This design comes from an exercise in tuning for a short achievable clock period and few clock cycles per item on the open sky130 flow, not from production work.
RTL that was checked went through simulation tests only; none was proved equivalent to the original.
Function not checked in runs 2 to 4: the RTL went through the layout flow alone.
No run shown here takes its clock network from TritonCTS; it comes from the design's own scripts or RTL.
The flow treats the clock pin as an ideal source. Dropping or thinning the clock tree relies on that and would not hold on a real chip.
Power is estimated from default activity; no workload was simulated.

$ cat design/flow/flow/pre_cts.tcl
# Sourced by ORFS's cts.tcl before its clock_tree_synthesis call (PRE_CTS_TCL).
# Builds a two-level clock tree (root buffers on the clock port, leaf buffers on groups of
# flip-flops) in place of TritonCTS, then lets cts.tcl go on with legalisation and repair.
source [file join [file dirname [info script]] clock_tree.tcl]
build_clock_tree clk 4 20 sky130_fd_sc_hd__buf_12 sky130_fd_sc_hd__buf_16
global_connect
set_propagated_clock [all_clocks]
rename clock_tree_synthesis __triton_clock_tree_synthesis
proc clock_tree_synthesis {args} {
  puts "clock tree built by pre_cts.tcl; clock_tree_synthesis $args skipped"
}
$ cat design/flow/config.mk
export PLATFORM = sky130hd
export DESIGN_NAME = dma_write_top
export DESIGN_NICKNAME = dma_write_top
export VERILOG_FILES = /design/flow/design.v
export SDC_FILE = /design/flow/constraint.sdc
export NUM_CORES = 4
export LEC_CHECK = 0
export CAP_MARGIN = 20
export CORE_MARGIN = 2
export CORE_UTILIZATION = 40
export SETUP_SLACK_MARGIN = 3.5
export SLEW_MARGIN = 20
$ cat design/flow/flow/clock_tree.tcl
# Two-level clock tree: a few root buffers on the clock port, each driving leaf buffers that
# each drive a compact group of flip-flop clock pins.
proc ct_centroid {pts} {
  set sx 0; set sy 0
  foreach p $pts { set sx [expr {$sx + [lindex $p 1]}]; set sy [expr {$sy + [lindex $p 2]}] }
  set n [llength $pts]
  return [list [expr {$sx / $n}] [expr {$sy / $n}]]
}
# split points {id x y} into k groups of near equal size by recursive bisection
proc ct_split {pts k} {
  if {$k <= 1} { return [list $pts] }
  set xs [lmap p $pts {lindex $p 1}]; set ys [lmap p $pts {lindex $p 2}]
  set dx [expr {[tcl::mathfunc::max {*}$xs] - [tcl::mathfunc::min {*}$xs]}]
  set dy [expr {[tcl::mathfunc::max {*}$ys] - [tcl::mathfunc::min {*}$ys]}]
  set idx [expr {$dx >= $dy ? 1 : 2}]
  set s [lsort -real -index $idx $pts]
  set k1 [expr {$k / 2}]; set k2 [expr {$k - $k1}]
  set n1 [expr {int(round(double([llength $s]) * $k1 / $k))}]
  set a [lrange $s 0 [expr {$n1 - 1}]]; set b [lrange $s $n1 end]
  return [concat [ct_split $a $k1] [ct_split $b $k2]]
}
proc ct_out {inst} {
  foreach it [$inst getITerms] {
    if {[$it isOutputSignal]} { return $it }
  }
  error "no output on [$inst getName]"
}
proc build_clock_tree {clk_net_name nroot leaf_size buf {rootbuf ""}} {
  if {$rootbuf eq ""} { set rootbuf $buf }
  set rmaster [[ord::get_db] findMaster $rootbuf]
  set block [ord::get_db_block]
  set master [[ord::get_db] findMaster $buf]
  set clknet [$block findNet $clk_net_name]
  set sinks {}
  set i 0
  foreach it [$clknet getITerms] {
    set inst [$it getInst]
    set bb [$inst getBBox]
    set x [expr {([$bb xMin] + [$bb xMax]) / 2}]; set y [expr {([$bb yMin] + [$bb yMax]) / 2}]
    lappend sinks [list $i $x $y]
    set term($i) $it
    incr i
  }
  set n [llength $sinks]
  set nleaf [expr {int(ceil(double($n) / $leaf_size))}]
  if {$nleaf < $nroot} { set nleaf $nroot }
  # leaves grouped by root first, so each root's leaves are compact
  set groups [ct_split $sinks $nroot]
  set li 0
  set ri 0
  set mw [$master getWidth]; set mh [$master getHeight]
  foreach g $groups {
    set nl [expr {int(round(double([llength $g]) * $nleaf / $n))}]
    if {$nl < 1} { set nl 1 }
    set rnet [odb::dbNet_create $block "clknet_root_$ri"]
    $rnet setSigType CLOCK
    set leafpts {}
    foreach c [ct_split $g $nl] {
      set lnet [odb::dbNet_create $block "clknet_leaf_$li"]
      $lnet setSigType CLOCK
      foreach p $c {
        set it $term([lindex $p 0])
        $it disconnect
        $it connect $lnet
      }
      lassign [ct_centroid $c] cx cy
      set b [odb::dbInst_create $block $master "clkbuf_leaf_$li"]
      $b setLocation [expr {int($cx - $mw / 2)}] [expr {int($cy - $mh / 2)}]
      $b setPlacementStatus PLACED
      [$b findITerm A] connect $rnet
      [ct_out $b] connect $lnet
      lappend leafpts [list $li $cx $cy]
      incr li
    }
    lassign [ct_centroid $leafpts] cx cy
    set r [odb::dbInst_create $block $rmaster "clkbuf_root_$ri"]
    $r setLocation [expr {int($cx - [$rmaster getWidth] / 2)}] [expr {int($cy - $mh / 2)}]
    $r setPlacementStatus PLACED
    [$r findITerm A] connect $clknet
    [ct_out $r] connect $rnet
    incr ri
  }
  $clknet setSigType CLOCK
  puts "build_clock_tree: $n sinks, $ri root buffers, $li leaf buffers"
}
$ cat design/flow/constraint.sdc
create_clock -name core_clock -period 5.0 [get_ports {clk}]
set_input_delay 1.0000 -clock core_clock [delete_from_list [all_inputs] [get_ports {clk}]]
set_output_delay 1.0000 -clock core_clock [all_outputs]
set_load 0.01 [all_outputs]
$ cat design/flow/flow/run.sh
#!/bin/bash
# The standard layout, except that the clock tree is built by flow/pre_cts.tcl.
# ORFS writes each step's log under orfs/logs; make's own output goes to standard_flow.log.
set -euo pipefail
export PRE_CTS_TCL="$PWD/flow/pre_cts.tcl"
bash standard.sh > standard_flow.log 2>&1
$ cat design/flow/design.v
package avalon_pkg;
    typedef logic [32-1:0] bus_word_t;
    typedef logic [31:0] bus_addr_t;           
    typedef logic [16-1:0] burst_cnt_t;  
    localparam int BYTES_PER_WORD = 32 / 8;
endpackage
package dma_pkg;
    typedef struct packed {
        logic [31:0] control;
        logic [31:0] pkt_begin;      
        logic [31:0] pkt_end;        
        logic [31:0] write_address;  
    } wr_desc_t;
    localparam int CTRL_IRQ_EN = 0;
    typedef enum logic [1:0] {
        st_idle,
        st_run,   
        st_done   
    } wr_state_t;
endpackage
module sync_fifo #(
    parameter int width = 32,
    parameter int depth_log2 = 4
) (
    input  logic     clk,
    input  logic     reset,
    input  logic     push,
    input  logic [width-1:0] din,
    output logic     full,
    input  logic     pop,
    output logic [width-1:0] dout,
    output logic     empty
);
    localparam int depth = 1 << depth_log2;
    logic [width-1:0]      mem [depth];
    logic [depth_log2-1:0] wr_ptr;
    logic [depth_log2-1:0] rd_ptr;
    logic [depth_log2:0]   count;  
    logic                  do_push;
    logic                  do_pop;
    assign full    = count[depth_log2];
    assign empty   = (count == '0);
    assign do_push = push && !full;  
    assign do_pop  = pop && !empty;
    always_ff @(posedge clk) begin
        if (!reset) begin
            wr_ptr <= '0;
            rd_ptr <= '0;
            count  <= '0;
        end else begin
            if (do_push) begin
                wr_ptr <= wr_ptr + 1'b1;
            end
            if (do_pop) begin
                rd_ptr <= rd_ptr + 1'b1;
            end
            case ({do_push, do_pop})
                2'b10:   count <= count + 1'b1;
                2'b01:   count <= count - 1'b1;
                default: count <= count;
            endcase
        end
    end
    always_ff @(posedge clk) begin
        if (do_push) begin
            mem[wr_ptr] <= din;
        end
        if (do_pop) begin
            dout <= mem[rd_ptr];
        end
    end
endmodule
module desc_dispatcher (
    input  logic              clk,
    input  logic              reset,
    input  logic              desc_empty,
    output logic              desc_pop,
    input  dma_pkg::wr_desc_t desc,
    input  logic              wr_busy,
    input  logic              wr_done,
    output logic              start,
    output dma_pkg::wr_desc_t start_desc,
    output logic [15:0]       xfer_count,
    output logic [15:0]       drop_count
);
    typedef enum logic [1:0] {
        disp_idle,
        disp_check,  
        disp_wait    
    } disp_state_t;
    disp_state_t state;
    logic [31:0] byte_len;
    logic        desc_ok;
    assign byte_len = desc.pkt_end - desc.pkt_begin;
    assign desc_ok = (desc.pkt_end > desc.pkt_begin)
                  && (desc.pkt_begin[1:0] == 2'b00)
                  && (desc.pkt_end[1:0] == 2'b00)
                  && (byte_len <= 255 * 4);
    assign desc_pop = (state == disp_idle) && !wr_busy && !desc_empty;
    assign start      = (state == disp_check) && desc_ok;
    assign start_desc = desc;
    always_ff @(posedge clk) begin
        if (!reset) begin
            state      <= disp_idle;
            xfer_count <= '0;
            drop_count <= '0;
        end else begin
            case (state)
                disp_idle: begin
                    if (desc_pop) begin
                        state <= disp_check;
                    end
                end
                disp_check: begin
                    if (desc_ok) begin
                        state <= disp_wait;
                    end else begin
                        drop_count <= drop_count + 16'd1;  
                        state      <= disp_idle;
                    end
                end
                disp_wait: begin
                    if (wr_done) begin
                        xfer_count <= xfer_count + 16'd1;
                        state      <= disp_idle;
                    end
                end
                default: state <= disp_idle;
            endcase
        end
    end
endmodule
module wr_burst_master (
    input  logic                  clk,
    input  logic                  reset,
    input  logic                  start,
    input  dma_pkg::wr_desc_t     start_desc,
    output logic                  busy,
    output logic                  done,
    output logic                  done_irq,
    output logic                  data_pop,
    input  logic                  data_empty,
    input  avalon_pkg::bus_word_t data_q,
    output avalon_pkg::bus_addr_t avm_address,
    output avalon_pkg::bus_word_t avm_writedata,
    output logic                  avm_write,
    output avalon_pkg::burst_cnt_t avm_burstcount,
    input  logic                  avm_waitrequest
);
    dma_pkg::wr_state_t   state;
    avalon_pkg::bus_addr_t   addr_q;
    avalon_pkg::burst_cnt_t  burst_q;
    avalon_pkg::burst_cnt_t  fetch_left;  
    avalon_pkg::burst_cnt_t  beats_left;  
    logic        irq_q;
    avalon_pkg::bus_word_t   hold_data;
    logic        hold_valid;
    logic        pend;        
    logic        accept;
    logic        move;
    logic [31:0] byte_len;
    avalon_pkg::burst_cnt_t  word_cnt;
    assign byte_len = start_desc.pkt_end - start_desc.pkt_begin;
    assign word_cnt = avalon_pkg::burst_cnt_t'(byte_len / avalon_pkg::BYTES_PER_WORD);
    assign avm_address    = addr_q;
    assign avm_burstcount = burst_q;
    assign avm_write      = hold_valid;
    assign avm_writedata  = hold_data;
    assign accept = hold_valid && !avm_waitrequest;
    assign move = pend && (!hold_valid || accept);
    assign data_pop = (state == dma_pkg::st_run) && (fetch_left != '0) && !data_empty
                   && (!pend || move);
    assign busy     = (state != dma_pkg::st_idle);
    assign done     = (state == dma_pkg::st_done);
    assign done_irq = done && irq_q;
    always_ff @(posedge clk) begin
        if (!reset) begin
            state      <= dma_pkg::st_idle;
            fetch_left <= '0;
            beats_left <= '0;
            irq_q      <= 1'b0;
            hold_valid <= 1'b0;
            pend       <= 1'b0;
        end else begin
            case (state)
                dma_pkg::st_idle: begin
                    if (start) begin
                        state      <= dma_pkg::st_run;
                        fetch_left <= word_cnt;
                        beats_left <= word_cnt;
                        irq_q      <= start_desc.control[dma_pkg::CTRL_IRQ_EN];
                    end
                end
                dma_pkg::st_run: begin
                    if (data_pop) begin
                        fetch_left <= fetch_left - 1'b1;
                    end
                    if (accept) begin
                        beats_left <= beats_left - 1'b1;
                        if (beats_left == avalon_pkg::burst_cnt_t'(1)) begin
                            state <= dma_pkg::st_done;  
                        end
                    end
                end
                dma_pkg::st_done: state <= dma_pkg::st_idle;
                default: state <= dma_pkg::st_idle;
            endcase
            if (move) begin
                hold_valid <= 1'b1;
            end else if (accept) begin
                hold_valid <= 1'b0;
            end
            if (data_pop) begin
                pend <= 1'b1;  
            end else if (move) begin
                pend <= 1'b0;
            end
        end
    end
    always_ff @(posedge clk) begin
        if ((state == dma_pkg::st_idle) && start) begin
            addr_q  <= start_desc.write_address;
            burst_q <= word_cnt;
        end
        if (move) begin
            hold_data <= data_q;
        end
    end
endmodule
module dma_write_top (
    input  logic                   clk,
    input  logic                   reset,
    input  logic                   desc_push,
    input  logic [31:0]            desc_control,
    input  logic [31:0]            desc_pkt_begin,
    input  logic [31:0]            desc_pkt_end,
    input  logic [31:0]            desc_write_address,
    output logic                   desc_full,
    input  logic                   data_push,
    input  avalon_pkg::bus_word_t  data_in,
    output logic                   data_full,
    output avalon_pkg::bus_addr_t  avm_address,
    output avalon_pkg::bus_word_t  avm_writedata,
    output logic                   avm_write,
    output avalon_pkg::burst_cnt_t avm_burstcount,
    input  logic                   avm_waitrequest,
    output logic                   busy,
    output logic                   done_irq,
    output logic [15:0]            xfer_count,
    output logic [15:0]            drop_count
);
    localparam int DQ = 4;  
    localparam int XQ = 4;  
    logic        di_v;
    logic        di_irq;
    logic [31:0] di_beg, di_end, di_adr;
    always_ff @(posedge clk) begin
        di_irq <= desc_control[dma_pkg::CTRL_IRQ_EN];
        di_beg <= desc_pkt_begin;
        di_end <= desc_pkt_end;
        di_adr <= desc_write_address;
        if (!reset) di_v <= 1'b0;
        else        di_v <= desc_push && !desc_full;
    end
    logic [21:0] beg_hi, end_hi, hi_x;
    logic [7:0]  beg_w, end_w;
    logic        ck_al, ck_eq, ck_eq1;
    logic [22:0] hi_x_up;
    assign beg_hi  = di_beg[31:10];
    assign end_hi  = di_end[31:10];
    assign beg_w   = di_beg[9:2];
    assign end_w   = di_end[9:2];
    assign hi_x    = beg_hi ^ end_hi;
    assign hi_x_up = {1'b0, hi_x};
    assign ck_al   = (di_beg[1:0] == 2'b00) && (di_end[1:0] == 2'b00);
    assign ck_eq   = (hi_x == 22'd0);
    always_comb begin
        ck_eq1 = hi_x[0];
        for (int i = 0; i < 22; i++) begin
            ck_eq1 = ck_eq1 && !(hi_x_up[i+1] ^ (hi_x[i] && beg_hi[i]));
        end
    end
    logic [4:0] cnt_lo;
    assign cnt_lo = {1'b0, end_w[3:0]} - {1'b0, beg_w[3:0]};
    logic [7:0] w_x;
    logic       ck_one;
    assign w_x = beg_w ^ end_w;
    always_comb begin
        ck_one = w_x[0];
        for (int i = 0; i < 7; i++) begin
            ck_one = ck_one && !(w_x[i+1] ^ (w_x[i] && beg_w[i]));
        end
    end
    logic        c2_v, c2_irq, c2_al, c2_eq, c2_eq1, c2_gt, c2_lt, c2_ok, c2_one;
    logic [4:0]  c2_lo;
    logic [3:0]  c2_ehi, c2_bhi;
    logic [7:0]  c2_cnt;
    logic [31:0] c2_adr;
    always_ff @(posedge clk) begin
        c2_irq <= di_irq;
        c2_adr <= di_adr;
        c2_lo  <= cnt_lo;
        c2_ehi <= end_w[7:4];
        c2_bhi <= beg_w[7:4];
        c2_one <= ck_one;
        c2_al  <= ck_al;
        c2_eq  <= ck_eq;
        c2_eq1 <= ck_eq1;
        c2_gt  <= (end_w > beg_w);
        c2_lt  <= (end_w < beg_w);
        if (!reset) c2_v <= 1'b0;
        else        c2_v <= di_v;
    end
    assign c2_ok  = c2_al && ((c2_eq && c2_gt) || (c2_eq1 && c2_lt));
    assign c2_cnt = {c2_ehi - c2_bhi - {3'd0, c2_lo[4]}, c2_lo[3:0]};
    logic dq_push, c2_drop;
    assign dq_push = c2_v && c2_ok;
    assign c2_drop = c2_v && !c2_ok;
    logic [15:0] drop_p1;  
    always_ff @(posedge clk) begin
        if (!reset) begin
            drop_count <= 16'd0;
            drop_p1    <= 16'd1;
        end else if (c2_drop) begin
            drop_count <= drop_p1;
            drop_p1    <= drop_p1 + 16'd1;
        end
    end
    logic [31:0]   dq_adr [DQ];
    logic [7:0]    dq_cnt [DQ];
    logic [DQ-1:0] dq_irq, dq_one;
    logic [DQ-1:0] dq_wp, dq_rp;    
    logic [DQ-1:0] dq_n;            
    logic [DQ-1:0] d_occ;           
    logic [31:0]   xi_d;
    logic          xi_v;
    logic [31:0]   xq_d [XQ];
    logic [XQ-1:0] xq_wp, xq_rp;
    logic [XQ-1:0] xq_n;
    logic [XQ-1:0] x_occ;
    logic [31:0] dh_adr;
    logic [7:0]  dh_cnt;
    logic        dh_irq, dh_one;
    logic [31:0] xh_d;
    always_comb begin
        dh_adr = '0;
        dh_cnt = '0;
        dh_irq = 1'b0;
        dh_one = 1'b0;
        for (int i = 0; i < DQ; i++) begin
            dh_adr = dh_adr | (dq_adr[i] & {32{dq_rp[i]}});
            dh_cnt = dh_cnt | (dq_cnt[i] & {8{dq_rp[i]}});
            dh_irq = dh_irq | (dq_irq[i] & dq_rp[i]);
            dh_one = dh_one | (dq_one[i] & dq_rp[i]);
        end
        xh_d = '0;
        for (int i = 0; i < XQ; i++) xh_d = xh_d | (xq_d[i] & {32{xq_rp[i]}});
    end
    logic        cur_v, cur_irq, cur_last;
    logic [31:0] cur_adr;
    logic [7:0]  cur_cnt, cur_left;
    logic        sv, s_last, s_irq;
    logic [31:0] s_adr, s_d;
    logic [7:0]  s_cnt;
    logic        ov, ov_i, o_last, o_irq;  
    logic [31:0] o_adr, o_d;
    logic [7:0]  o_cnt;
    logic fire, load, hold, acc;
    assign fire = cur_v && xq_n[0] && !sv;
    assign load = dq_n[0] && (!cur_v || (fire && cur_last));
    assign hold = ov_i && avm_waitrequest;
    assign acc  = ov_i && !avm_waitrequest;
    always_ff @(posedge clk) begin
        for (int i = 0; i < DQ; i++) begin
            if (dq_push && dq_wp[i]) begin
                dq_adr[i] <= c2_adr;
                dq_cnt[i] <= c2_cnt;
                dq_irq[i] <= c2_irq;
                dq_one[i] <= c2_one;
            end
        end
    end
    logic [DQ-1:0] d_up, d_dn1, d_dn2, d_nx0, d_nx1;
    assign d_up  = {d_occ[DQ-2:0], 1'b1};
    assign d_dn1 = {1'b0, d_occ[DQ-1:1]};
    assign d_dn2 = {2'b00, d_occ[DQ-1:2]};
    assign d_nx0 = load ? (c2_drop ? d_dn2 : d_dn1) : (c2_drop ? d_dn1 : d_occ);
    assign d_nx1 = load ? (c2_drop ? d_dn1 : d_occ) : (c2_drop ? d_occ : d_up);
    logic d_inc;
    assign d_inc = desc_push && !desc_full;
    always_ff @(posedge clk) begin
        if (!reset) begin
            dq_wp     <= DQ'(1);
            dq_rp     <= DQ'(1);
            dq_n      <= '0;
            d_occ     <= '0;
            desc_full <= 1'b0;
        end else begin
            if (dq_push) dq_wp <= {dq_wp[DQ-2:0], dq_wp[DQ-1]};
            if (load)    dq_rp <= {dq_rp[DQ-2:0], dq_rp[DQ-1]};
            case ({dq_push, load})
                2'b10:   dq_n <= {dq_n[DQ-2:0], 1'b1};
                2'b01:   dq_n <= {1'b0, dq_n[DQ-1:1]};
                default: dq_n <= dq_n;
            endcase
            d_occ     <= d_inc ? d_nx1 : d_nx0;
            desc_full <= d_inc ? d_nx1[DQ-1] : d_nx0[DQ-1];
        end
    end
    logic x_inc;
    assign x_inc = data_push && !data_full;
    always_ff @(posedge clk) begin
        xi_d <= data_in;
        for (int i = 0; i < XQ; i++) begin
            if (xi_v && xq_wp[i]) xq_d[i] <= xi_d;
        end
    end
    logic [XQ-1:0] x_base;
    assign x_base = fire ? {1'b0, x_occ[XQ-1:1]} : x_occ;
    always_ff @(posedge clk) begin
        if (!reset) begin
            xi_v      <= 1'b0;
            xq_wp     <= XQ'(1);
            xq_rp     <= XQ'(1);
            xq_n      <= '0;
            x_occ     <= '0;
            data_full <= 1'b0;
        end else begin
            xi_v <= x_inc;
            if (xi_v) xq_wp <= {xq_wp[XQ-2:0], xq_wp[XQ-1]};
            if (fire) xq_rp <= {xq_rp[XQ-2:0], xq_rp[XQ-1]};
            case ({xi_v, fire})
                2'b10:   xq_n <= {xq_n[XQ-2:0], 1'b1};
                2'b01:   xq_n <= {1'b0, xq_n[XQ-1:1]};
                default: xq_n <= xq_n;
            endcase
            x_occ     <= x_inc ? {x_base[XQ-2:0], 1'b1} : x_base;
            data_full <= x_inc ? x_base[XQ-2] : x_base[XQ-1];
        end
    end
    always_ff @(posedge clk) begin
        if (load) begin
            cur_adr  <= dh_adr;
            cur_cnt  <= dh_cnt;
            cur_irq  <= dh_irq;
            cur_left <= dh_cnt;
        end else if (fire) begin
            cur_left <= cur_left - 8'd1;
        end
        if (!reset)    cur_last <= 1'b0;
        else if (load) cur_last <= dh_one;
        else if (fire) cur_last <= (cur_left == 8'd2);
        if (!reset) cur_v <= 1'b0;
        else        cur_v <= load || (cur_v && !(fire && cur_last));
    end
    always_ff @(posedge clk) begin
        if (!sv) begin
            s_d    <= xh_d;
            s_adr  <= cur_adr;
            s_cnt  <= cur_cnt;
            s_last <= cur_last;
            s_irq  <= cur_irq;
        end
        if (!reset) sv <= 1'b0;
        else        sv <= hold && (sv || fire);
    end
    logic [15:0] xfer_p1;  
    always_ff @(posedge clk) begin
        if (!reset) begin
            o_d    <= '0;
            o_adr  <= '0;
            o_cnt  <= '0;
            o_last <= 1'b0;
            o_irq  <= 1'b0;
        end else if (!hold) begin
            o_d    <= sv ? s_d    : xh_d;
            o_adr  <= sv ? s_adr  : cur_adr;
            o_cnt  <= sv ? s_cnt  : cur_cnt;
            o_last <= sv ? s_last : cur_last;
            o_irq  <= sv ? s_irq  : cur_irq;
        end
        if (!reset) begin
            ov         <= 1'b0;
            ov_i       <= 1'b0;
            busy       <= 1'b0;
            done_irq   <= 1'b0;
            xfer_count <= 16'd0;
            xfer_p1    <= 16'd1;
        end else begin
            ov       <= (ov && avm_waitrequest) || sv || fire;
            ov_i     <= hold || sv || fire;
            busy     <= hold || sv || fire || (cur_v && !(fire && cur_last)) || load;
            done_irq <= acc && o_last && o_irq;
            if (acc && o_last) begin
                xfer_count <= xfer_p1;
                xfer_p1    <= xfer_p1 + 16'd1;
            end
        end
    end
    assign avm_write      = ov;
    assign avm_address    = o_adr;
    assign avm_writedata  = o_d;
    assign avm_burstcount = {8'd0, o_cnt};
endmodule
$ cat design/flow/standard.sh
#!/bin/bash
# synth_recipe.tcl (not shown) runs the flow's synth.tcl, then flattens the netlist and writes it again
# the make line also repeats each setting of config.mk as NAME=value (left out here)
make -C /OpenROAD-flow-scripts/flow DESIGN_CONFIG=/design/flow/config.mk WORK_HOME=/design/flow/orfs CLKGATE_MAP_FILE= SYNTH_SCRIPT=/design/flow/synth_recipe.tcl "${@:-finish}"
==> results by group, run 1 <==
Floorplan
  • Height of the die: 258 um
  • Die area: 0.0666 mm^2
  • Initial Util: 40.3%
  • Number of top-level pins: 282
  • Core Area: 0.0641 mm^2
  • Die Width: 258 um
  • Num rows: 93

Finish
  • Fillers: 5,087
  • Nets: 2,477
  • Non-filler cells, final: 3,118
  • Register area: 0.0193 mm^2
  • Utilization after layout: 54.8%
  • Area growth, synth to finish: 36.1%
  • Area of the multi-input gates: 0.00728 mm^2
  • Final Cell Area: 0.0351 mm^2
  • Layout cells sized above 1: 35.4%

Global route
  • Total grt overflow: 0
  • Vias in the first global route: 16,100
  • Largest net degree at the start of global routing: 45
  • Initial antenna violation count: 6
  • First-pass GRT wire length: 96.6 mm
  • GRT Total Usage: 18.7%

STA
  • Final setup fails: 0
  • Crit path time final: 1900 ps
  • Worst setup margin: 3100 ps
  • Max Slew Vio Count: 0
  • Worst hold margin: 329 ps
  • Setup_tns: 0 ps
  • Post-route clock period utilization: 38.0%
  • Slew at the pin closest to its max-slew limit: 650 ps
  • RSZ-0062 raised after global routing: true
  • Worst Skew: 29.9 ps
  • Peak Freq: 526 MHz
  • Final Hold Fails: 0
  • Slew HR: 56.6%

Clock network
  • CTS clock-pin slew for the worst setup and hold paths: 80 ps
  • Clk Latency, worst-skew pair: 370 ps

Yosys
  • Synth Instances: 1,808
  • Post-synth EDFFs: 345
  • Mapped cell area: 0.0258 mm^2
  • Sequential share of the synthesized area: 73.9%
  • Top cell types by occurrence after synthesis: dfxtp_1 (435), edfxtp_1 (345), nand2_1 (180)
  • Synth Area per Inst: 14.3 um^2
  • Synth warnings: 4
  • Post-synth top area share: 40.1%
  • Synth area leader: edfxtp_1
  • Yosys reg bits: 780
  • Most common cell in the netlist: dfxtp_1
  • Synth unique cells: 58
  • Synth area leaders: edfxtp_1 (40%), dfxtp_1 (34%), a22oi_1 (4.3%)
  • Async set-reset flop share out of synthesis: 0%
  • Post-synth top flop: dfxtp_1

Routing
  • Vias per cell: 5.10
  • Via count: 15,900
  • Post-route ant nets: 0
  • DR pass1 iterations: 4
  • Drt wl/cell: 21.2 um
  • DRT iter0 DRCs: 926
  • Final wirelength: 66.2 mm
  • DRC viols: 0

Power
  • PD cells: 323 mW/mm^2
  • Sequential share of power: 62.0%
  • Clock share of power: 29.2%
  • Sw Share: 22.0%
  • Internal Power: 8.87 mW
  • Tot Pwr: 11.4 mW
  • NetSw: 2.50 mW
  • Comb pwr share: 8.8%
  • Worst vdd ir: 0.000271 V
  • Cell leakage power: 13.0 nW

Critical path
  • Top Family by Delay on Critical Path: buffers and inverters
  • CP peak stage delay: 200 ps
  • Worst Path Arrival: 2150 ps
  • Critical path class: input port to flop
  • Worst path cell trace: buf_8, buf_12, inv_16, buf_6, nor2_4, buf_12, buf_16, buf_6, buf_16, a22o_1
  • Slowest cell on the critical path: a22o_1
  • CP Capture Type: flop
  • Crit-path max FO: 6
  • Setup crit start kind: input port
  • WP data required: 5250 ps
  • Crit path buf inv count: 8

Place
  • Port bufs: 242
  • Worst slack at placement: 1630 ps
  • Dpl cell area: 0.0293 mm^2
  • DP HPWL: 32.4 mm
  • Routability cong.: 0.741
  • Placed cells: 2,834

Min path
  • Hold Path Class: flop to flop

Status
  • Status: complete, no violations

Job
  • Max Cap Viol: 0
## area by class of cell
| type | instances | area share (%) |
|---|---|---|
| plain buffers | 44 | 2.59 |
| inverters | 63 | 0.801 |
| repair inverters | 18 | 0.965 |
| flip-flops and latches | 780 | 54.8 |
| well taps | 855 | 3.04 |
| diodes | 2 | 0.0142 |
| repair buffers | 474 | 17.1 |
| multi-input cells | 882 | 20.7 |
## worst register-to-register path, delay by kind of cell, from the launching register on
kind	cells	cell delay (ps)
AO/OA/AOI/OAI	1	100
AND/OR/NAND/NOR	1	130
buffers and inverters	2	90
flip-flops	1	330
XOR/XNOR	1	200
adder cells (fa/ha/maj)	2	740
## worst paths after layout
check	start	to	slack, ps	cells past startpoint
hold / removal	di_adr[2]	c2_adr[2]	330	0
hold reg to reg	di_adr[2]	c2_adr[2]	330	0
setup / recovery	reset	o_d[10]	3100	10
setup reg to reg	c2_bhi[0]	dq_cnt[0][7]	3140	7
## layer usage
| layer | routed length [um] | GRT usage (%) | part of all wire, % | up-vias |
|---|---|---|---|---|
| li1 | - | - | - | 7437 |
| met1 | 27800 | 24.1 | 42 | 8008 |
| met2 | 33000 | 32.7 | 50 | 348 |
| met3 | 3530 | 3.37 | 5.3 | 101 |
| met4 | 1850 | 4.46 | 2.8 | 6 |
| met5 | 41 | 0 | 0.062 | - |
## placed cells by master (no fill, tap or decap), drive strengths merged, types with 9 or more instances in the layout
cell / count
a21oi: 72
a22o: 75
a22oi: 149
a31oi: 9
and2: 11
buf: 377
clkbuf: 11
clkdlybuf4s50: 129
dfxtp: 435
edfxtp: 345
ha: 46
inv: 73
mux2: 74
nand2: 180
nand3: 14
nand4: 15
nor2: 68
nor3: 10
nor4: 11
o21ai: 9
xnor2: 44
xor2: 23
## power by group through the flow
stage	clock [mW]	combinational [mW]	sequential [mW]
after detailed placement	0	0.653	7.17
after floorplan	0	0.389	7.12
after global placement	0	0.637	7.16
after CTS	3.43	0.906	7.04
final	3.32	1.00	7.04
after global routing	3.66	1.08	7.06
## sequential cells by signal, indices dropped and copies added (netlist names), 16 cells and up
signal,flops
s_adr,32
dq_adr,128
drop_count,16
di_beg,32
cur_adr,32
di_end,32
xi_d,32
c2_adr,32
o_adr,32
o_d,32
s_d,32
xfer_count,16
xq_d,128
drop_p1,16
dq_cnt,32
xfer_p1,16
di_adr,32
## cell families (layout without fill, tap and decap cells)
logic type	Yosys count	in the layout	share of synthesized area (%)
DFF	780	780	73.9
and+or+nand+nor	340	342	5.86
AOI/OAI and AO/OA	335	337	9.56
buffers and inverters	157	599	2.54
muxes	79	79	3.42
xor gates and xnor gates	67	67	2.27
adders and majority gates	49	49	2.46
other	1	10	0.0145
## what timing repair did
action,4_1_cts,5_1_grt
setup endpoints to repair,720,527
cloned,50,12
buffers inserted,136,40
pin swaps,49,42
resized for setup,968,145
hold buffers,0,0
Testbench counts, summed over its fixed seeds: cycles 34,223, items 2,400.
==> run 2: changes to the inputs <==
--- a/design/flow/design.v
+++ b/design/flow/design.v
@@ -292,7 +292,7 @@
         end
     end
-    logic        c2_v, c2_irq, c2_al, c2_eq, c2_eq1, c2_gt, c2_lt, c2_ok, c2_one;
+    logic        c2_v, c2_irq, c2_ok, c2_one;
     logic [4:0]  c2_lo;
-    logic [3:0]  c2_ehi, c2_bhi;
+    logic [3:0]  c2_hi0, c2_hi1;
     logic [7:0]  c2_cnt;
     logic [31:0] c2_adr;
@@ -301,17 +301,15 @@
         c2_adr <= di_adr;
         c2_lo  <= cnt_lo;
-        c2_ehi <= end_w[7:4];
-        c2_bhi <= beg_w[7:4];
+        c2_hi0 <= end_w[7:4] - beg_w[7:4];
+        c2_hi1 <= end_w[7:4] + ~beg_w[7:4];
         c2_one <= ck_one;
-        c2_al  <= ck_al;
-        c2_eq  <= ck_eq;
-        c2_eq1 <= ck_eq1;
-        c2_gt  <= (end_w > beg_w);
-        c2_lt  <= (end_w < beg_w);
+        c2_ok  <= ck_al && ((ck_eq && (end_w > beg_w)) || (ck_eq1 && (end_w < beg_w)));
         if (!reset) c2_v <= 1'b0;
         else        c2_v <= di_v;
     end
-    assign c2_ok  = c2_al && ((c2_eq && c2_gt) || (c2_eq1 && c2_lt));
-    assign c2_cnt = {c2_ehi - c2_bhi - {3'd0, c2_lo[4]}, c2_lo[3:0]};
+    assign c2_cnt = {c2_lo[4] ? c2_hi1 : c2_hi0, c2_lo[3:0]};
+    function automatic logic [15:0] inc16(input logic [15:0] x);
+        for (int i = 0; i < 16; i++) inc16[i] = x[i] ^ (&(x | ~((16'd1 << i) - 16'd1)));
+    endfunction
     logic dq_push, c2_drop;
     assign dq_push = c2_v && c2_ok;
@@ -324,5 +322,5 @@
         end else if (c2_drop) begin
             drop_count <= drop_p1;
-            drop_p1    <= drop_p1 + 16'd1;
+            drop_p1    <= inc16(drop_p1);
         end
     end
@@ -364,4 +362,8 @@
     logic [7:0]  s_cnt;
     logic        ov, ov_i, o_last, o_irq;  
+    localparam int NG = 9;                 
+    logic [NG-1:0] ov_g, hold_g;
+    logic        rst_q;                    
+    logic        inc_r;                    
     logic [31:0] o_adr, o_d;
     logic [7:0]  o_cnt;
@@ -371,4 +373,5 @@
     assign hold = ov_i && avm_waitrequest;
     assign acc  = ov_i && !avm_waitrequest;
+    assign hold_g = ov_g & {NG{avm_waitrequest}};
     always_ff @(posedge clk) begin
         for (int i = 0; i < DQ; i++) begin
@@ -467,13 +470,16 @@
     logic [15:0] xfer_p1;  
     always_ff @(posedge clk) begin
-        if (!reset) begin
-            o_d    <= '0;
-            o_adr  <= '0;
+        rst_q <= reset;
+        for (int k = 0; k < 4; k++) begin
+            if (!rst_q)            o_d[8*k +: 8] <= '0;
+            else if (!hold_g[k])   o_d[8*k +: 8] <= sv ? s_d[8*k +: 8] : xh_d[8*k +: 8];
+            if (!rst_q)            o_adr[8*k +: 8] <= '0;
+            else if (!hold_g[4+k]) o_adr[8*k +: 8] <= sv ? s_adr[8*k +: 8] : cur_adr[8*k +: 8];
+        end
+        if (!rst_q) begin
             o_cnt  <= '0;
             o_last <= 1'b0;
             o_irq  <= 1'b0;
-        end else if (!hold) begin
-            o_d    <= sv ? s_d    : xh_d;
-            o_adr  <= sv ? s_adr  : cur_adr;
+        end else if (!hold_g[8]) begin
             o_cnt  <= sv ? s_cnt  : cur_cnt;
             o_last <= sv ? s_last : cur_last;
@@ -483,6 +489,8 @@
             ov         <= 1'b0;
             ov_i       <= 1'b0;
+            ov_g       <= '0;
             busy       <= 1'b0;
             done_irq   <= 1'b0;
+            inc_r      <= 1'b0;
             xfer_count <= 16'd0;
             xfer_p1    <= 16'd1;
@@ -490,9 +498,12 @@
             ov       <= (ov && avm_waitrequest) || sv || fire;
             ov_i     <= hold || sv || fire;
-            busy     <= hold || sv || fire || (cur_v && !(fire && cur_last)) || load;
+            for (int k = 0; k < NG; k++) ov_g[k] <= hold_g[k] || sv || fire;
+            busy     <= hold || sv || fire || (cur_v && !(fire && cur_last)) || load
+                     || (acc && o_last);
             done_irq <= acc && o_last && o_irq;
-            if (acc && o_last) begin
+            inc_r    <= acc && o_last;
+            if (inc_r) begin
                 xfer_count <= xfer_p1;
-                xfer_p1    <= xfer_p1 + 16'd1;
+                xfer_p1    <= inc16(xfer_p1);
             end
         end
==> results by group, run 2 <==
Finish
  • Final Cell Area: 0.0340 mm^2 (was 0.0351 mm^2)
  • Most common cell after layout, fill and taps aside: edfxtp_1 (unchanged)
  • Layout cells sized above 1: 24.5% (was 35.4%)
  • Most frequent cells in the layout: edfxtp_1 (409), dfxtp_1 (242), nand2_1 (231) (was edfxtp_1 (345), dfxtp_1 (308), nand2_1 (163))
  • Nets: 2,493 (was 2,477)
  • Largest registers: dq_adr (128), xq_d (128) (unchanged)
  • Utilization after layout: 50.8% (was 54.8%)
  • Area growth, synth to finish: 25.7% (was 36.1%)

STA
  • Setup_tns: 0 ps (unchanged)
  • Peak Freq: 534 MHz (was 526 MHz)
  • Post-route clock period utilization: 37.5% (was 38.0%)
  • Worst setup margin: 3130 ps (was 3100 ps)
  • Final Hold Fails: 0 (unchanged)
  • Final setup fails: 0 (unchanged)
  • RSZ-0062 raised after global routing: true (unchanged)
  • Worst hold margin: 329 ps (about the same)
  • Max Slew Vio Count: 0 (unchanged)
  • Worst Skew: 22.9 ps (was 29.9 ps)
  • Slew at the pin closest to its max-slew limit: 676 ps (was 650 ps)
  • Crit path time final: 1870 ps (was 1900 ps)
  • Slew HR: 55.0% (was 56.6%)

Yosys
  • Top cell types by occurrence after synthesis: edfxtp_1 (409), dfxtp_1 (378), nand2_1 (244) (was dfxtp_1 (435), edfxtp_1 (345), nand2_1 (180))
  • Synth warnings: 4 (unchanged)
  • Most common cell in the netlist: edfxtp_1 (was dfxtp_1)
  • Async set-reset flop share out of synthesis: 0% (unchanged)
  • Post-synthesis share of cell area spent on xor and xnor gates: 1.71% (was 2.27%)
  • Synth unique cells: 52 (was 58)
  • Synth Area in Adders: 2.44% (was 2.46%)
  • Post-synth top flop: edfxtp_1 (was dfxtp_1)
  • Synth Area per Inst: 13.9 um^2 (was 14.3 um^2)
  • Synth area leader: edfxtp_1 (unchanged)
  • Synth Instances: 1,952 (was 1,808)
  • Synth area leaders: edfxtp_1 (45%), dfxtp_1 (28%), a22oi_1 (4.1%) (was edfxtp_1 (40%), dfxtp_1 (34%), a22oi_1 (4.3%))
  • Post-synth top area share: 45.4% (was 40.1%)
  • Largest family of logic cells by synthesized area: compound AO/OA/AOI/OAI gates (unchanged)
  • Sequential share of the synthesized area: 73.3% (was 73.9%)
  • Post-synthesis simple-gate area fraction: 7.41% (was 5.86%)
  • Post-synth EDFFs: 409 (was 345)
  • Yosys reg bits: 787 (was 780)
  • Multiplexer area fraction after synthesis: 2.92% (was 3.42%)
  • Mapped cell area: 0.0271 mm^2 (was 0.0258 mm^2)
  • Synth Area in Compound Gates: 9.71% (was 9.56%)

Critical path
  • Crit. Startpoint: xfer_p1[0] (was reset)
  • WP data required: 5300 ps (was 5250 ps)
  • Critical R2R Launch: xfer_p1[0] (was c2_bhi[0])
  • Worst Path Arrival: 2170 ps (was 2150 ps)
  • CP Capture Type: flop (unchanged)
  • Setup crit start kind: flop (was input port)
  • Crit-path max FO: 5 (was 6)
  • Critical path class: flop to flop (was input port to flop)

Power
  • Cell leakage power: 12.6 nW (was 13.0 nW)
  • PD cells: 333 mW/mm^2 (was 323 mW/mm^2)
  • Worst vdd ir: 0.000248 V (was 0.000271 V)

Routing
  • DR pass1 iterations: 5 (was 4)
  • Vias per cell: 5.10 (about the same)
  • Via count: 16,100 (was 15,900)
  • DRT iter0 DRCs: 955 (was 926)
  • Drt wl/cell: 19.7 um (was 21.2 um)
  • DRC viols: 0 (unchanged)
  • Post-route ant nets: 0 (unchanged)
  • Final wirelength: 62.1 mm (was 66.2 mm)

Floorplan
  • Core Area: 0.0670 mm^2 (was 0.0641 mm^2)
  • Num rows: 95 (was 93)
  • Die Width: 264 um (was 258 um)
  • Height of the die: 264 um (was 258 um)
  • Initial Util: 40.4% (was 40.3%)
  • Number of top-level pins: 282 (unchanged)
  • Die area: 0.0698 mm^2 (was 0.0666 mm^2)

Min path
  • Hold Path Class: flop to flop (unchanged)
  • HP Start: di_adr[9] (was di_adr[2])

Place
  • DP HPWL: 33.8 mm (was 32.4 mm)
  • Dpl cell area: 0.0306 mm^2 (was 0.0293 mm^2)
  • Port bufs: 242 (unchanged)
  • Worst slack at placement: 1970 ps (was 1630 ps)
  • Routability cong.: 0.771 (was 0.741)

Job
  • Max Cap Viol: 0 (unchanged)

Status
  • Status: complete, no violations (unchanged)

Clock network
  • CTS clock-pin slew for the worst setup and hold paths: 80 ps (about the same)
  • CTS Hold Buffers Added: 0 (unchanged)
  • Clk Latency, worst-skew pair: 360 ps (was 370 ps)

Global route
  • First-pass GRT wire length: 93.8 mm (was 96.6 mm)
  • Initial antenna violation count: 1 (was 6)
  • GRT Total Usage: 17.0% (was 18.7%)
  • Total grt overflow: 0 (unchanged)
  • Vias in the first global route: 16,300 (was 16,100)
  • Largest net degree at the start of global routing: 45 (unchanged)
[run 2: cell types whose count changed after synthesis, moves of 15 or more]
cell / change
a22o_1: -75
edfxtp_1: +64
nand2_1: +64
mux2_2: -59
dfxtp_1: -57
mux2i_1: +57
a21boi_0: +42
nand3_1: +39
o211a_1: +33
o211ai_1: +30
buf_2: -18
clkbuf_1: +18
buf_1: +15
[run 2: path summary, 6_finish.rpt]
| path | to | slack [ps] | cells after the start |
|---|---|---|---|
| setup / recovery | xfer_p1[14] | 3130 | 5 |
| hold / removal | c2_adr[9] | 330 | 0 |
| setup reg to reg | xfer_p1[14] | 3130 | 5 |
| hold reg to reg | c2_adr[9] | 330 | 0 |
[run 2: cell type report]
| cell class | count | area, um^2 |
|---|---|---|
| antenna | 1 | 2.50 |
| buffer | 44 | 911 |
| fill | 5664 | 33000 |
| inverter | 58 | 263 |
| multi-input combinational | 1008 | 7330 |
| sequential | 787 | 20100 |
| tap | 873 | 1090 |
| timing repair buffer | 374 | 4320 |
| timing repair inverter | 4 | 45.0 |
[run 2: metrics by stage]
stage	total power, mW	instances
floorplan	7.65	1959
global placement	7.94	2981
detailed placement	7.96	2981
CTS	11.4	3115
global route	11.8	3149
finish	11.3	3149
[run 2: per-layer routing]
layer	up-vias	wire length [um]	GRT usage, %
met5	-	0	0
met4	0	1390	3.65
met3	74	2580	1.73
met2	348	30700	30.0
met1	7944	27400	22.7
li1	7697	-	-
[run 2: cell families after synthesis]
group / count (synthesis)
multiplexers: 77
other: 1
flip-flops: 787
adder cells (fa/ha/maj): 51
XOR/XNOR: 53
AO/OA/AOI/OAI: 364
AND/OR/NAND/NOR: 452
buffers and inverters: 167
[run 2: critical path: stages (launching register included)]
cell and delay (ps):
dfxtp_4 370, ha_4 150, nand3_4 90, or4_4 580, or4_4 500, a21oi_2 120
[run 2: timing repair]
action,CTS,global route
hold endpoints to repair,0,0
setup endpoints to repair,728,267
pin swaps,28,33
cloned,20,5
gates resized for setup,847,91
buffers inserted,70,28
[run 2: power by group]
| group | internal, mW | total (mW) | switching [mW] | leakage, nW |
|---|---|---|---|---|
| Sequential | 7.03 | 7.19 | 0.160 | 6.98 |
| Clock | 1.42 | 3.33 | 1.91 | 0.427 |
| Combinational | 0.449 | 0.812 | 0.362 | 5.16 |
| Total | 8.90 | 11.3 | 2.43 | 12.6 |
==> run 3: changes to the inputs <==
--- a/design/flow/design.v
+++ b/design/flow/design.v
@@ -309,18 +309,22 @@
     end
     assign c2_cnt = {c2_lo[4] ? c2_hi1 : c2_hi0, c2_lo[3:0]};
-    function automatic logic [15:0] inc16(input logic [15:0] x);
-        for (int i = 0; i < 16; i++) inc16[i] = x[i] ^ (&(x | ~((16'd1 << i) - 16'd1)));
+    function automatic logic [7:0] inc8(input logic [7:0] x);
+        for (int i = 0; i < 8; i++) inc8[i] = x[i] ^ (&(x | ~((8'd1 << i) - 8'd1)));
     endfunction
     logic dq_push, c2_drop;
     assign dq_push = c2_v && c2_ok;
     assign c2_drop = c2_v && !c2_ok;
-    logic [15:0] drop_p1;  
+    logic [15:0] drop_p1;
+    logic        drop_p1_ff;
     always_ff @(posedge clk) begin
         if (!reset) begin
             drop_count <= 16'd0;
             drop_p1    <= 16'd1;
+            drop_p1_ff <= 1'b0;
         end else if (c2_drop) begin
-            drop_count <= drop_p1;
-            drop_p1    <= inc16(drop_p1);
+            drop_count       <= drop_p1;
+            drop_p1[7:0]     <= inc8(drop_p1[7:0]);
+            drop_p1_ff       <= (drop_p1[7:0] == 8'hfe);
+            if (drop_p1_ff) drop_p1[15:8] <= inc8(drop_p1[15:8]);
         end
     end
@@ -469,4 +473,5 @@
     end
     logic [15:0] xfer_p1;  
+    logic        xfer_p1_ff;
     always_ff @(posedge clk) begin
         rst_q <= reset;
@@ -495,4 +500,5 @@
             xfer_count <= 16'd0;
             xfer_p1    <= 16'd1;
+            xfer_p1_ff <= 1'b0;
         end else begin
             ov       <= (ov && avm_waitrequest) || sv || fire;
@@ -504,6 +510,8 @@
             inc_r    <= acc && o_last;
             if (inc_r) begin
-                xfer_count <= xfer_p1;
-                xfer_p1    <= inc16(xfer_p1);
+                xfer_count   <= xfer_p1;
+                xfer_p1[7:0] <= inc8(xfer_p1[7:0]);
+                xfer_p1_ff   <= (xfer_p1[7:0] == 8'hfe);
+                if (xfer_p1_ff) xfer_p1[15:8] <= inc8(xfer_p1[15:8]);
             end
         end
--- a/design/flow/config.mk
+++ b/design/flow/config.mk
@@ -8,5 +8,5 @@
 export CAP_MARGIN = 20
 export CORE_MARGIN = 2
-export CORE_UTILIZATION = 40
+export CORE_UTILIZATION = 55
 export SETUP_SLACK_MARGIN = 3.5
 export SLEW_MARGIN = 20
==> results by group, run 3 <==
Yosys
  • Synth Area in Adders: 2.71% (was 2.44%)
  • Most common cell in the netlist: edfxtp_1 (unchanged)
  • Post-synth EDFFs: 409 (unchanged)
  • Synth Instances: 1,957 (was 1,952)
  • Async set-reset flop share out of synthesis: 0% (unchanged)
  • Synth area leaders: edfxtp_1 (45%), dfxtp_1 (28%), a22oi_1 (4.1%) (unchanged)
  • Synth Area in Compound Gates: 9.61% (was 9.71%)
  • Synth area leader: edfxtp_1 (unchanged)
  • Sequential share of the synthesized area: 73.2% (was 73.3%)
  • Synth unique cells: 61 (was 52)
  • Synth Area per Inst: 13.9 um^2 (about the same)
  • Multiplexer area fraction after synthesis: 2.72% (was 2.92%)
  • Largest family of logic cells by synthesized area: compound AO/OA/AOI/OAI gates (unchanged)
  • Synth warnings: 4 (unchanged)
  • Post-synthesis simple-gate area fraction: 7.36% (was 7.41%)
  • Post-synth top flop: edfxtp_1 (unchanged)
  • Top cell types by occurrence after synthesis: edfxtp_1 (409), dfxtp_1 (380), nand2_1 (251) (was edfxtp_1 (409), dfxtp_1 (378), nand2_1 (244))
  • Yosys reg bits: 789 (was 787)
  • Post-synthesis share of cell area spent on xor and xnor gates: 1.93% (was 1.71%)
  • Mapped cell area: 0.0272 mm^2 (was 0.0271 mm^2)
  • Post-synth top area share: 45.2% (was 45.4%)

Power
  • Tot Pwr: 11.3 mW (about the same)
  • NetSw: 2.42 mW (was 2.43 mW)
  • Sequential share of power: 63.4% (about the same)
  • Cell leakage power: 12.8 nW (was 12.6 nW)
  • Clock share of power: 29.2% (was 29.4%)
  • Sw Share: 21.4% (was 21.5%)
  • Comb pwr share: 7.4% (was 7.2%)
  • PD cells: 333 mW/mm^2 (about the same)
  • Worst vdd ir: 0.000327 V (was 0.000248 V)
  • Internal Power: 8.91 mW (was 8.90 mW)

Finish
  • Area of the multi-input gates: 0.00749 mm^2 (was 0.00733 mm^2)
  • Layout cells sized above 1: 24.5% (about the same)
  • Largest registers: dq_adr (128), xq_d (128) (unchanged)
  • Diode count: 0 (was 1)
  • Register area: 0.0201 mm^2 (about the same)
  • Fillers: 3,445 (was 5,664)
  • Nets: 2,498 (was 2,493)
  • Most common cell after layout, fill and taps aside: edfxtp_1 (unchanged)
  • Most frequent cells in the layout: edfxtp_1 (409), dfxtp_1 (259), nand2_1 (222) (was edfxtp_1 (409), dfxtp_1 (242), nand2_1 (231))
  • Area growth, synth to finish: 25.2% (was 25.7%)

Critical path
  • CP Capture Type: flop (unchanged)
  • Worst Path Arrival: 2220 ps (was 2170 ps)
  • Crit-path max FO: 2 (was 5)
  • Setup crit start kind: flop (unchanged)
  • WP data required: 5280 ps (was 5300 ps)
  • Critical path class: flop to flop (unchanged)

STA
  • Peak Freq: 516 MHz (was 534 MHz)
  • Post-route clock period utilization: 38.7% (was 37.5%)
  • Max Slew Vio Count: 0 (unchanged)
  • Final setup fails: 0 (unchanged)
  • Crit path time final: 1940 ps (was 1870 ps)
  • Setup_tns: 0 ps (unchanged)
  • Slew at the pin closest to its max-slew limit: 585 ps (was 676 ps)
  • Slew HR: 61.0% (was 55.0%)
  • RSZ-0062 raised after global routing: true (unchanged)
  • Worst Skew: 17.9 ps (was 22.9 ps)
  • Final Hold Fails: 0 (unchanged)

Routing
  • Via count: 16,200 (was 16,100)
  • Vias per cell: 5.52 (was 5.10)
  • DRC viols: 0 (unchanged)
  • Drt wl/cell: 20.7 um (was 19.7 um)
  • Post-route ant nets: 0 (unchanged)
  • Final wirelength: 60.9 mm (was 62.1 mm)
  • DRT iter0 DRCs: 1,140 (was 955)
  • DR pass1 iterations: 5 (unchanged)

Floorplan
  • Height of the die: 226 um (was 264 um)
  • Core Area: 0.0488 mm^2 (was 0.0670 mm^2)
  • Initial Util: 55.6% (was 40.4%)
  • Die Width: 226 um (was 264 um)
  • Num rows: 81 (was 95)
  • Number of top-level pins: 282 (unchanged)
  • Die area: 0.0512 mm^2 (was 0.0698 mm^2)

Global route
  • GRT Total Usage: 22.1% (was 17.0%)
  • Initial antenna violation count: 1 (unchanged)
  • First-pass GRT wire length: 88.5 mm (was 93.8 mm)
  • Largest net degree at the start of global routing: 53 (was 45)
  • Vias in the first global route: 15,900 (was 16,300)
  • Total grt overflow: 0 (unchanged)

Clock network
  • Clk Latency, worst-skew pair: 350 ps (was 360 ps)
  • CTS clock-pin slew for the worst setup and hold paths: 90 ps (was 80 ps)

Place
  • DP HPWL: 31.3 mm (was 33.8 mm)
  • Port bufs: 242 (unchanged)
  • Routability cong.: 0.740 (was 0.771)

Status
  • Status: complete, no violations (unchanged)

Min path
  • Hold Path Class: flop to flop (unchanged)

Job
  • Max Cap Viol: 0 (unchanged)
## run 3: final timing paths
path	to	cells after the start	slack (ps)	from
setup / recovery	c2_ok	7	3060	di_end[2]
hold / removal	c2_adr[31]	0	330	di_adr[31]
hold reg to reg	c2_adr[31]	0	330	di_adr[31]
setup reg to reg	c2_ok	7	3060	di_end[2]
## run 3: repair_timing
action                     in CTS  in global routing
setup buffers                  43                 32
setup endpoints to repair     729                359
pin swaps                       9                 84
hold buffers                    0                  0
gates resized for setup       812                170
gates cloned                   19                 21
## run 3: cell families (layout without fill, tap and decap cells)
logic type	Yosys count	after routing
AO/OA/AOI/OAI	356	356
XOR/XNOR	60	60
adder cells (fa/ha/maj)	57	57
buffers and inverters	166	473
flip-flops	789	789
multiplexers	72	72
other	1	8
AND/OR/NAND/NOR	456	459
## run 3: layer usage
layer / global-route usage [%] / wire length (um) / vias to the layer above
li1: - / - / 7670
met1: 30.1 / 26400 / 8100
met2: 39.6 / 30700 / 386
met3: 1.65 / 2660 / 69
met4: 3.67 / 1170 / 0
met5: 0 / 0 / -
## run 3: layout make-up
cell class                 count  area share (%)
timing repair inverter        22            1.17
tap                          664            2.44
inverter                      58           0.850
buffer                        44            2.68
multi-input combinational   1012            22.0
sequential                   789            59.0
timing repair buffer         349            11.8
## run 3: worst max-delay path, stage by stage (launching register included)
cell       delay [ps]
dfxtp_1           310
inv_1              40
ha_2              170
fa_2              340
nand2b_4          150
a211o_4           360
a2111oi_4         300
a41o_1            210
## run 3: metrics by stage
step | util, % | instances | hold WS [ps] | instance area, um^2 | setup slack [ps]
6_report | 69.6 | 2938 | 330 | 34000 | 3060
4_1_cts | 66.9 | 2885 | 331 | 32700 | 3050
2_1_floorplan | - | 1964 | 310 | 27700 | 3120
3_3_place_gp | 62.3 | 2779 | 310 | 30400 | 2120
3_5_place_dp | 62.3 | 2779 | 312 | 30400 | 2090
5_1_grt | 69.6 | 2938 | 333 | 34000 | 2970
## run 3: power by group through the flow
stage	clock network (mW)	registers, mW	logic [mW]
2_1_floorplan	0	7.28	0.384
3_5_place_dp	0	7.31	0.659
6_report	3.31	7.19	0.835
3_3_place_gp	0	7.30	0.650
4_1_cts	3.38	7.18	0.781
5_1_grt	3.62	7.21	0.907
==> run 4: changes to the inputs <==
--- a/design/flow/config.mk
+++ b/design/flow/config.mk
@@ -8,5 +8,5 @@
 export CAP_MARGIN = 20
 export CORE_MARGIN = 2
-export CORE_UTILIZATION = 55
+export CORE_UTILIZATION = 40
 export SETUP_SLACK_MARGIN = 3.5
 export SLEW_MARGIN = 20
==> results by group, run 4 <==
Yosys
  • Post-synth EDFFs: 409 (unchanged)
  • Async set-reset flop share out of synthesis: 0% (unchanged)
  • Most common cell in the netlist: edfxtp_1 (unchanged)
  • Post-synth top area share: 45.2% (unchanged)
  • Synth warnings: 4 (unchanged)
  • Top cell types by occurrence after synthesis: edfxtp_1 (409), dfxtp_1 (380), nand2_1 (251) (unchanged)
  • Synth Instances: 1,957 (unchanged)
  • Mapped cell area: 0.0272 mm^2 (unchanged)
  • Yosys reg bits: 789 (unchanged)
  • Synth unique cells: 61 (unchanged)
  • Synth area leaders: edfxtp_1 (45%), dfxtp_1 (28%), a22oi_1 (4.1%) (unchanged)
  • Sequential share of the synthesized area: 73.2% (unchanged)
  • Synth area leader: edfxtp_1 (unchanged)
  • Synth Area per Inst: 13.9 um^2 (unchanged)
  • Post-synth top flop: edfxtp_1 (unchanged)

Routing
  • DRC viols: 0 (unchanged)
  • Post-route ant nets: 0 (unchanged)
  • Final wirelength: 61.3 mm (was 60.9 mm)
  • Drt wl/cell: 19.5 um (was 20.7 um)
  • DR pass1 iterations: 5 (unchanged)
  • DRT iter0 DRCs: 942 (was 1,140)
  • Vias per cell: 5.07 (was 5.52)
  • Via count: 16,000 (was 16,200)

STA
  • Slew HR: 55.4% (was 61.0%)
  • RSZ-0062 raised after global routing: true (unchanged)
  • Post-route clock period utilization: 38.4% (was 38.7%)
  • Slew at the pin closest to its max-slew limit: 668 ps (was 585 ps)
  • Peak Freq: 521 MHz (was 516 MHz)
  • Final Hold Fails: 0 (unchanged)
  • Crit path time final: 1920 ps (was 1940 ps)
  • Setup_tns: 0 ps (unchanged)
  • Final setup fails: 0 (unchanged)
  • Max Slew Vio Count: 0 (unchanged)
  • Worst setup margin: 3080 ps (was 3060 ps)
  • Worst Skew: 23.4 ps (was 17.9 ps)

Power
  • Comb pwr share: 7.4% (about the same)
  • Sequential share of power: 63.3% (was 63.4%)
  • NetSw: 2.44 mW (was 2.42 mW)
  • Worst vdd ir: 0.000238 V (was 0.000327 V)
  • Internal Power: 8.92 mW (was 8.91 mW)
  • Sw Share: 21.5% (was 21.4%)
  • Cell leakage power: 12.6 nW (was 12.8 nW)
  • Clock share of power: 29.3% (was 29.2%)
  • PD cells: 336 mW/mm^2 (was 333 mW/mm^2)

Finish
  • Largest registers: dq_adr (128), xq_d (128) (unchanged)
  • Layout cells sized above 1: 22.7% (was 24.5%)
  • Most common cell after layout, fill and taps aside: edfxtp_1 (unchanged)
  • Most frequent cells in the layout: edfxtp_1 (409), dfxtp_1 (259), nand2_1 (233) (was edfxtp_1 (409), dfxtp_1 (259), nand2_1 (222))
  • Area growth, synth to finish: 24.3% (was 25.2%)
  • Diode count: 0 (unchanged)
  • Nets: 2,497 (was 2,498)
  • Final Cell Area: 0.0338 mm^2 (was 0.0340 mm^2)

Min path
  • HP Start: di_adr[6] (was di_adr[31])
  • Worst hold endpoint: c2_adr[6] (was c2_adr[31])
  • Hold Path Class: flop to flop (unchanged)
  • Hold path depth: 0 (unchanged)

Critical path
  • Setup crit start kind: flop (unchanged)
  • WP data required: 5270 ps (was 5280 ps)
  • Worst Path Arrival: 2190 ps (was 2220 ps)
  • Critical R2R Launch: di_end[2] (unchanged)
  • Critical path class: flop to flop (unchanged)
  • Reg2reg path depth: 7 (unchanged)
  • FF-to-FF End: c2_ok (unchanged)
  • Crit-path max FO: 2 (unchanged)
  • CP Capture Type: flop (unchanged)
  • Setup slack, reg-to-reg: 3080 ps (was 3060 ps)

Global route
  • Initial antenna violation count: 3 (was 1)
  • Total grt overflow: 0 (unchanged)
  • First-pass GRT wire length: 92.2 mm (was 88.5 mm)
  • GRT Total Usage: 16.8% (was 22.1%)
  • Vias in the first global route: 16,100 (was 15,900)
  • Largest net degree at the start of global routing: 51 (was 53)

Status
  • Status: complete, no violations (unchanged)

Place
  • DP HPWL: 33.7 mm (was 31.3 mm)
  • Port bufs: 242 (unchanged)
  • Dpl cell area: 0.0307 mm^2 (was 0.0304 mm^2)
  • Routability cong.: 0.745 (was 0.740)
  • Worst slack at placement: 2010 ps (was 2090 ps)

Clock network
  • Clk Latency, worst-skew pair: 360 ps (was 350 ps)
  • CTS clock-pin slew for the worst setup and hold paths: 80 ps (was 90 ps)

Floorplan
  • Initial Util: 40.5% (was 55.6%)
  • Die Width: 265 um (was 226 um)
  • Height of the die: 265 um (was 226 um)
  • Die area: 0.0700 mm^2 (was 0.0512 mm^2)
  • Num rows: 95 (was 81)
  • Number of top-level pins: 282 (unchanged)
  • Core Area: 0.0672 mm^2 (was 0.0488 mm^2)

Job
  • Max Cap Viol: 0 (unchanged)
## run 4: layout make-up
cell class | count | area (um^2)
buffer | 44 | 911
fill | 5642 | 33400
inverter | 58 | 309
multi-input combinational | 1012 | 7200
sequential | 789 | 20100
tap | 873 | 1090
timing repair buffer | 358 | 4000
timing repair inverter | 12 | 200
## run 4: stage by stage
stage / hold slack, ps / power, mW / std cells / util [%]
global placement: 312 / 7.95 / 2990 / 45.7
finish: 329 / 11.4 / 3146 / 50.3
CTS: 330 / 11.4 / 3095 / 49.1
floorplan: 310 / 7.66 / 1964 / -
detailed placement: 313 / 7.98 / 2990 / 45.7
global route: 335 / 11.8 / 3146 / 50.3
## run 4: worst max path at each step
stage / end / cells after the start / from / slack (ps)
after floorplan: o_adr[0] / 5 / avm_waitrequest / 3120
after global placement: busy / 5 / reset / 2070
after detailed placement: busy / 5 / reset / 2010
after CTS: c2_ok / 7 / di_end[2] / 3090
after global routing: c2_ok / 7 / di_end[2] / 3040
final: c2_ok / 7 / di_end[2] / 3080
## run 4: cells by family (layout without fill, tap and decap cells)
family | after synthesis | count (layout) | share of synthesized area [%]
xor+xnor | 60 | 60 | 1.93
flops | 789 | 789 | 73.2
mux | 72 | 72 | 2.72
fa+ha+maj | 57 | 57 | 2.71
other cells | 1 | 8 | 0.0138
buf+inv | 166 | 472 | 2.46
simple gates | 456 | 459 | 7.36
compound gates | 356 | 356 | 9.61
## run 4: repair_timing
item | 4_1_cts | 5_1_grt
buffers inserted | 46 | 45
resized for setup | 817 | 99
pin swaps | 11 | 26
setup endpoints to repair | 745 | 372
gates cloned | 15 | 6
hold buffers | 0 | 0
## run 4: power groups by stage
stage                     logic, mW  registers (mW)  clock network (mW)
after floorplan               0.384            7.28                   0
after detailed placement      0.655            7.32                   0
after CTS                     0.783            7.20                3.45
final                         0.843            7.19                3.32
after global placement        0.642            7.31                   0
after global routing          0.918            7.21                3.67
## run 4: routing by layer
layer	up-vias	wire, um	track usage, %
met5	-	13	0
met4	2	1620	4.33
met3	73	3130	1.95
met2	364	30300	30.1
met1	7845	26200	21.6
li1	7673	-	-
## run 4: critical path, cell delays in order, from the launching register on
cell       delay (ps)
dfxtp_2           330
inv_2              40
ha_4              150
fa_2              340
nand2b_4          150
a211o_4           340
a2111oi_4         280
a41o_1            210
==> run 5: changes to the inputs <==
--- a/design/flow/design.v
+++ b/design/flow/design.v
@@ -292,5 +292,5 @@
         end
     end
-    logic        c2_v, c2_irq, c2_ok, c2_one;
+    logic        c2_v, c2_irq, c2_al, c2_eq, c2_eq1, c2_gt, c2_lt, c2_ok, c2_one;
     logic [4:0]  c2_lo;
     logic [3:0]  c2_hi0, c2_hi1;
@@ -304,8 +304,13 @@
         c2_hi1 <= end_w[7:4] + ~beg_w[7:4];
         c2_one <= ck_one;
-        c2_ok  <= ck_al && ((ck_eq && (end_w > beg_w)) || (ck_eq1 && (end_w < beg_w)));
+        c2_al  <= ck_al;
+        c2_eq  <= ck_eq;
+        c2_eq1 <= ck_eq1;
+        c2_gt  <= (end_w > beg_w);
+        c2_lt  <= (end_w < beg_w);
         if (!reset) c2_v <= 1'b0;
         else        c2_v <= di_v;
     end
+    assign c2_ok  = c2_al && ((c2_eq && c2_gt) || (c2_eq1 && c2_lt));
     assign c2_cnt = {c2_lo[4] ? c2_hi1 : c2_hi0, c2_lo[3:0]};
     function automatic logic [7:0] inc8(input logic [7:0] x);
==> design/flow/flow/run.sh (replaced) <==
#!/bin/bash
# The standard layout, except that the clock tree is built by flow/pre_cts.tcl and the
# resizer may change a cell's footprint when it resizes it.
# ORFS writes each step's log under orfs/logs; make's own output goes to standard_flow.log.
set -euo pipefail
export PRE_CTS_TCL="$PWD/flow/pre_cts.tcl"
bash standard.sh MATCH_CELL_FOOTPRINT=0 finish > standard_flow.log 2>&1
==> results by group, run 5 <==
Global route
  • Initial antenna violation count: 1 (was 3)
  • Largest net degree at the start of global routing: 75 (was 51)
  • Vias in the first global route: 16,300 (was 16,100)
  • GRT Total Usage: 17.4% (was 16.8%)

STA
  • Peak Freq: 540 MHz (was 521 MHz)
  • RSZ-0062 raised after global routing: true (unchanged)
  • Worst Skew: 28.2 ps (was 23.4 ps)
  • Setup_tns: 0 ps (unchanged)
  • Slew HR: 41.6% (was 55.4%)
  • Max Slew Vio Count: 0 (unchanged)
  • Final setup fails: 0 (unchanged)
  • Post-route clock period utilization: 37.1% (was 38.4%)
  • Slew at the pin closest to its max-slew limit: 877 ps (was 668 ps)

Power
  • Comb pwr share: 7.7% (was 7.4%)
  • Internal Power: 8.98 mW (was 8.92 mW)
  • Tot Pwr: 11.5 mW (was 11.4 mW)
  • Clock share of power: 29.3% (about the same)
  • Sw Share: 21.9% (was 21.5%)
  • Worst vdd ir: 0.000234 V (was 0.000238 V)
  • Cell leakage power: 13.1 nW (was 12.6 nW)
  • NetSw: 2.52 mW (was 2.44 mW)

Yosys
  • Post-synth top flop: edfxtp_1 (unchanged)
  • Synth warnings: 4 (unchanged)
  • Async set-reset flop share out of synthesis: 0% (unchanged)
  • Synth area leaders: edfxtp_1 (45%), dfxtp_1 (28%), a22oi_1 (4.1%) (unchanged)
  • Most common cell in the netlist: edfxtp_1 (unchanged)
  • Mapped cell area: 0.0273 mm^2 (was 0.0272 mm^2)
  • Synth area leader: edfxtp_1 (unchanged)
  • Synth unique cells: 57 (was 61)
  • Synth Instances: 1,994 (was 1,957)
  • Post-synth EDFFs: 409 (unchanged)

Place
  • DP HPWL: 33.6 mm (was 33.7 mm)
  • Port bufs: 242 (unchanged)
  • Routability cong.: 0.742 (was 0.745)

Clock network
  • CTS Hold Buffers Added: 0 (unchanged)
  • Clk Latency, worst-skew pair: 370 ps (was 360 ps)

Status
  • Status: complete, no violations (unchanged)

Job
  • Max Cap Viol: 0 (unchanged)

Floorplan
  • Height of the die: 265 um (about the same)
  • Die Width: 265 um (about the same)
  • Number of top-level pins: 282 (unchanged)
  • Initial Util: 40.5% (about the same)
  • Num rows: 95 (unchanged)
  • Die area: 0.0703 mm^2 (was 0.0700 mm^2)
  • Core Area: 0.0673 mm^2 (was 0.0672 mm^2)

Routing
  • Via count: 16,700 (was 16,000)
  • Final wirelength: 67.1 mm (was 61.3 mm)
  • Post-route ant nets: 0 (unchanged)
  • DRT iter0 DRCs: 968 (was 942)
  • DR pass1 iterations: 5 (unchanged)
  • Drt wl/cell: 20.9 um (was 19.5 um)
  • WL met2: 33.6 mm (was 30.3 mm)
  • Uppermost layer routed: met4 (was met5)
  • Met3 wire len: 3.53 mm (was 3.13 mm)
  • Vias per cell: 5.18 (was 5.07)
  • DRC viols: 0 (unchanged)

Critical path
  • Slowest cell on the critical path: dfxtp_2 (was fa_2)
  • Crit path buf inv count: 1 (unchanged)
  • WP data required: 4000 ps (was 5270 ps)
  • Worst path cell trace: buf_6 (was inv_2, ha_4, fa_2, nand2b_4, a211o_4, a2111oi_4, a41o_1)
  • Worst Path Arrival: 850 ps (was 2190 ps)
  • Setup crit start kind: flop (unchanged)
  • Top Family by Delay on Critical Path: flip-flops (was compound AO/OA/AOI/OAI gates)
  • CP peak stage delay: 350 ps (was 340 ps)

Finish
  • Diode count: 0 (unchanged)
  • Layout cells sized above 1: 30.8% (was 22.7%)
  • Most common cell after layout, fill and taps aside: edfxtp_1 (unchanged)
  • Area growth, synth to finish: 31.0% (was 24.3%)
  • Nets: 2,569 (was 2,497)
  • Utilization after layout: 53.1% (was 50.3%)

Min path
  • Hold Path Class: flop to flop (unchanged)
## run 5: metrics by stage
stage                     hold slack, ps  area, um^2  setup WS [ps]  std cells
final                                317       35700           3150       3218
after global routing                 323       35700           3120       3218
after CTS                            318       33900           3120       3165
after detailed placement             312       30700           1790       3020
after global placement               309       30700           1820       3020
after floorplan                      310       27800           3010       2001
## run 5: kinds of logic after synthesis
kind of cell,Yosys count,synth area share [%]
AO/OA/AOI/OAI,391,9.62
adder cells (fa/ha/maj),57,2.70
other,1,0.0138
flip-flops,793,73.2
buffers and inverters,173,2.68
AND/OR/NAND/NOR,451,7.28
multiplexers,69,2.60
XOR/XNOR,59,1.89
## run 5: metal layers
metal	track usage (%)	vias to the layer above
met5	0	-
met2	31.1	401
met4	3.33	0
met1	23.1	8349
li1	-	7822
met3	1.68	88
## run 5: worst paths after layout
check,from,endpoint,slack (ps),cells after the start
worst min register to register,di_adr[0],c2_adr[0],320,0
worst max-delay path,o_cnt[6],avm_burstcount[6],3150,1
worst min-delay path,di_adr[0],c2_adr[0],320,0
worst max register to register,sv,dq_n[1],3220,11
## run 5: area by class of cell
cell class,instances,area (um^2)
sequential,793,20200
multi-input combinational,1038,8130
buffer,44,911
tap,873,1090
inverter,61,288
timing repair buffer,406,5070
fill,5473,31600
timing repair inverter,3,27.5
## run 5: power by group through the flow
stage / clock network (mW) / registers, mW / logic, mW
global placement: 0 / 7.35 / 0.654
CTS: 3.48 / 7.24 / 0.813
global route: 3.69 / 7.27 / 0.957
detailed placement: 0 / 7.36 / 0.665
floorplan: 0 / 7.32 / 0.392
finish: 3.37 / 7.25 / 0.886
## run 5: repair_timing
action                                  in CTS  in global routing
endpoints found under the setup margin     746                482
gates resized for setup                    780                239
pin swaps                                   47                 97
gates cloned                                31                 20
buffers inserted                            70                 33
Testbench counts of run 5, summed over its fixed seeds: cycles 34,231, items 2,400.

what the ideal ports hide:
Ports are ideal in the flow. The routed layouts listed here were re-timed in OpenROAD.
Step 1 assumes that a clkbuf_16 drives the clock port and a buf_2 every other input.
Step 2 times the ports against the registers' clock, not the clock port: input delays grow and output delays shrink by t, the midpoint of the rising clock arrivals with the driver on.
Three values: no drivers, after step 1, after step 2; two values: the first two.
run | t (ns) | setup WS [ns]
run 1 | 0.497 | 3.098 / 3.019 / 2.700
run 2 | 0.486 | 3.126 / 3.013 / 2.933
run 3 | 0.485 | 3.063 / 3.024 / 2.831
run 4 | 0.491 | 3.080 / 3.020 / 2.964
run 5 | 0.499 | 3.147 / 2.999 / 2.935
After both steps setup and hold are still met in every run listed.
